This design comes from an exercise in tuning for small area and a short achievable clock period on the open sky130 flow, not from production work. Function was checked by simulation only, so behaviour that the tests miss may differ from the original.

==> inputs of job 3258 <==
// regfile_mp
module regfile_mp #(
    parameter int DataWidth      = 32,
    parameter int NumRegs        = 32,
    parameter int IndexWidth     = $clog2(NumRegs),
    parameter int NumReadPorts   = 2,
    parameter int NumWritePorts  = 2,
    parameter bit ZeroReg        = 1'b1,
    parameter bit Bypass         = 1'b1,
    parameter bit RegisteredRead = 1'b0
) (
    input  logic                                    i_clk,
    input  logic                                    i_rst,
    input  logic [NumWritePorts-1:0]                i_writeEn,
    input  logic [NumWritePorts*IndexWidth-1:0]     i_writeAddr,
    input  logic [NumWritePorts*DataWidth-1:0]      i_writeData,
    input  logic [NumWritePorts*(DataWidth/8)-1:0]  i_writeByteEn,
    input  logic [NumReadPorts*IndexWidth-1:0]      i_readAddr,
    output logic [NumReadPorts*DataWidth-1:0]       o_readData,
    input  logic                                    i_clearReq,
    output logic                                    o_clearBusy,
    output logic                                    o_writeConflict,
    output logic [NumRegs*DataWidth-1:0]            o_debugRegs
);
    localparam int NB = 4;
    logic       r_clearBusy;
    logic [4:0] r_cnt;
    logic       r_writeConflict;
    logic [4:0]  wa0, wa1;
    logic [31:0] wd0, wd1;
    logic [3:0]  be0, be1, be0_eff;
    logic        wv0, wv1, same;
    assign wa0 = i_writeAddr[4:0];
    assign wa1 = i_writeAddr[9:5];
    assign wd0 = i_writeData[31:0];
    assign wd1 = i_writeData[63:32];
    assign be0 = i_writeByteEn[3:0];
    assign be1 = i_writeByteEn[7:4];
    assign wv0 = i_writeEn[0] && (wa0 != '0);
    assign wv1 = i_writeEn[1] && (wa1 != '0);
    assign same    = i_writeEn[1] && (wa0 == wa1);
    assign be0_eff = be0 & ~({NB{same}} & be1);
    logic        wen_ok;
    logic [31:1] hit0_n, hit1_n, cnt_n, clr;
    assign wen_ok = !r_clearBusy && !i_rst;
  ...
==> flow/config.mk <==
export PLATFORM = sky130hd
export DESIGN_NAME = regfile_mp
export DESIGN_NICKNAME = regfile_mp
export VERILOG_FILES = /design/flow/design.v
export SDC_FILE = /design/flow/constraint.sdc
export NUM_CORES = 4
export LEC_CHECK = 0
export CAP_MARGIN = 20
export CORE_AREA = 2 2 404 404
export DIE_AREA = 0 0 406 406
export PLACE_DENSITY = 0.45
export SETUP_SLACK_MARGIN = 4
export SLEW_MARGIN = 20
export SYNTH_HIERARCHICAL = 1
export TNS_END_PERCENT = 5
==> flow/constraint.sdc <==
create_clock -name core_clock -period 10.0 [get_ports {i_clk}]
set_input_delay 2.0000 -clock core_clock [delete_from_list [all_inputs] [get_ports {i_clk}]]
set_output_delay 2.0000 -clock core_clock [all_outputs]
set_load 0.01 [all_outputs]
standard.sh (not shown) runs the stock make flow with config.mk's settings and CLKGATE_MAP_FILE= SYNTH_SCRIPT=/design/flow/synth_recipe.tcl, a recipe that flattens the netlist after the stock synthesis.
==> flow/flow/run.sh <==
#!/bin/bash
# The standard layout (the standard.sh: ORFS synthesis to final layout)
# with two changes to how the layout is built:
#  - the port buffers that global placement inserts use the smallest plain
#    buffer instead of ORFS's default delay buffer (timing repair still
#    resizes the ones on critical paths);
#  - clock tree synthesis uses clkbuf_8 cells with moderate sink clusters and
#    inserts no dummy loads.
# All tool output goes to standard_flow.log here; ORFS keeps each step's own
# log under orfs/logs/.
set -euo pipefail
bash standard.sh \
  "BUFFER_PORTS_ARGS=-buffer_cell sky130_fd_sc_hd__buf_1" \
  "CTS_ARGS=-sink_clustering_enable -repair_clock_nets -dont_use_dummy_load -buf_list sky130_fd_sc_hd__clkbuf_8 -sink_clustering_size 20 -sink_clustering_max_diameter 50" \
  finish > standard_flow.log 2>&1
==> inputs of job 7119, as changes to job 3258 <==
==> flow/flow/run.sh (replaced) <==
#!/bin/bash
# The standard layout (the standard.sh: ORFS synthesis to final layout),
# with the port buffers that global placement inserts made from the smallest
# plain buffer instead of ORFS's default delay buffer. Timing repair still
# resizes the ones on critical paths.
set -euo pipefail
bash standard.sh "BUFFER_PORTS_ARGS=-buffer_cell sky130_fd_sc_hd__buf_1" finish > standard_flow.log 2>&1
CTS_BUF_LIST = sky130_fd_sc_hd__clkbuf_8   (was not set)
CTS_CLUSTER_DIAMETER = 50   (was not set)
CTS_CLUSTER_SIZE = 20   (was not set)
==> inputs of job 7581, as changes to job 3258 <==
==> flow/run.sh (new file) <==
#!/bin/bash
# synth_recipe.tcl (not shown) runs the flow's synth.tcl, then flattens the netlist and writes it again
# the make line also repeats each setting of config.mk as NAME=value (left out here)
make -C /OpenROAD-flow-scripts/flow DESIGN_CONFIG=/design/flow/config.mk WORK_HOME=/design/flow/orfs CLKGATE_MAP_FILE= SYNTH_SCRIPT=/design/flow/synth_recipe.tcl finish
CTS_BUF_LIST = sky130_fd_sc_hd__clkbuf_8   (was not set)
CTS_CLUSTER_DIAMETER = 50   (was not set)
CTS_CLUSTER_SIZE = 20   (was not set)
removed: flow/flow/run.sh
removed: flow/standard.sh
==> impl_metrics.env <==
export IMPL_seq_power_mw=4.05
export IMPL_period_share_pct=63.8
export IMPL_tightest_slew_ns=1.37
export IMPL_dp_slack_ns=2.08
export IMPL_ctsResizeCount=515
export IMPL_timing_rr_end="g_reg[23].g_byte[0].g_bit[5].u_bit.o_q"
export IMPL_post_route_util_pct=45.8
export IMPL_status="finished clean"
export IMPL_fin_cells=9692
export IMPL_power_mw=9.07
The numbers above come from job 7581.

==> impl_metrics.env <==
export IMPL_status="finished clean"
export IMPL_period_share_pct=61.1
export IMPL_fin_cells=9520
export IMPL_seq_power_mw=4.05
export IMPL_grt_busiest_layer="met2"
export IMPL_post_route_util_pct=40.3
export IMPL_timing_rr_end="g_reg[23].g_byte[0].g_bit[5].u_bit.o_q"
export IMPL_tightest_slew_ns=1.33
export IMPL_ctsResizeCount=204
export IMPL_dp_slack_ns=2.75
The numbers above come from job 3258.

==> impl_metrics.env <==
export IMPL_switching_power_mw=2.81
export IMPL_tightest_slew_ns=1.38
export IMPL_yosysMostFrequentCell="a22oi_1"
export IMPL_status="finished clean"
export IMPL_period_share_pct=61.0
export IMPL_inv_count=999
export IMPL_fin_cells=9654
export IMPL_setup_violations=0
export IMPL_post_route_util_pct=41.3
export IMPL_multi_input_gates=3739
export IMPL_ctsResizeCount=202
The numbers above come from job 7119.

==> what the ideal ports hide <==
How much do the figures lean on ideal ports? The routed layouts below were timed once more, with nothing changed but the port constraints.
Step 1 sets driving cells, clkbuf_16 on the clock port and buf_2 on the other inputs (assumed; they add their load-dependent delay and slew).
Step 2 times the ports against the registers' clock, not the clock port: input delays grow and output delays shrink by t, the midpoint of the rising clock arrivals with the driver on.
a / b / c = ideal / step 1 / step 2; a / b = the first two.
run	t (ns)	setup WS [ns]	hold slack, ns	clock arrival spread, ns
job 3258	0.979	3.888 / 3.733 / 3.620	0.550 / 0.550 / 0.550	0.087 / 0.087
job 7119	1.010	3.899 / 3.722 / 3.621	0.557 / 0.557 / 0.557	0.063 / 0.063
job 7581	0.995	3.623 / 3.459 / 2.939	0.556 / 0.556 / 0.556	0.049 / 0.048
After both steps setup and hold are still met in every run listed. The setup slack of job 7581, which loses most, moves by -0.164 ns with the drivers and by -0.684 ns with both steps.
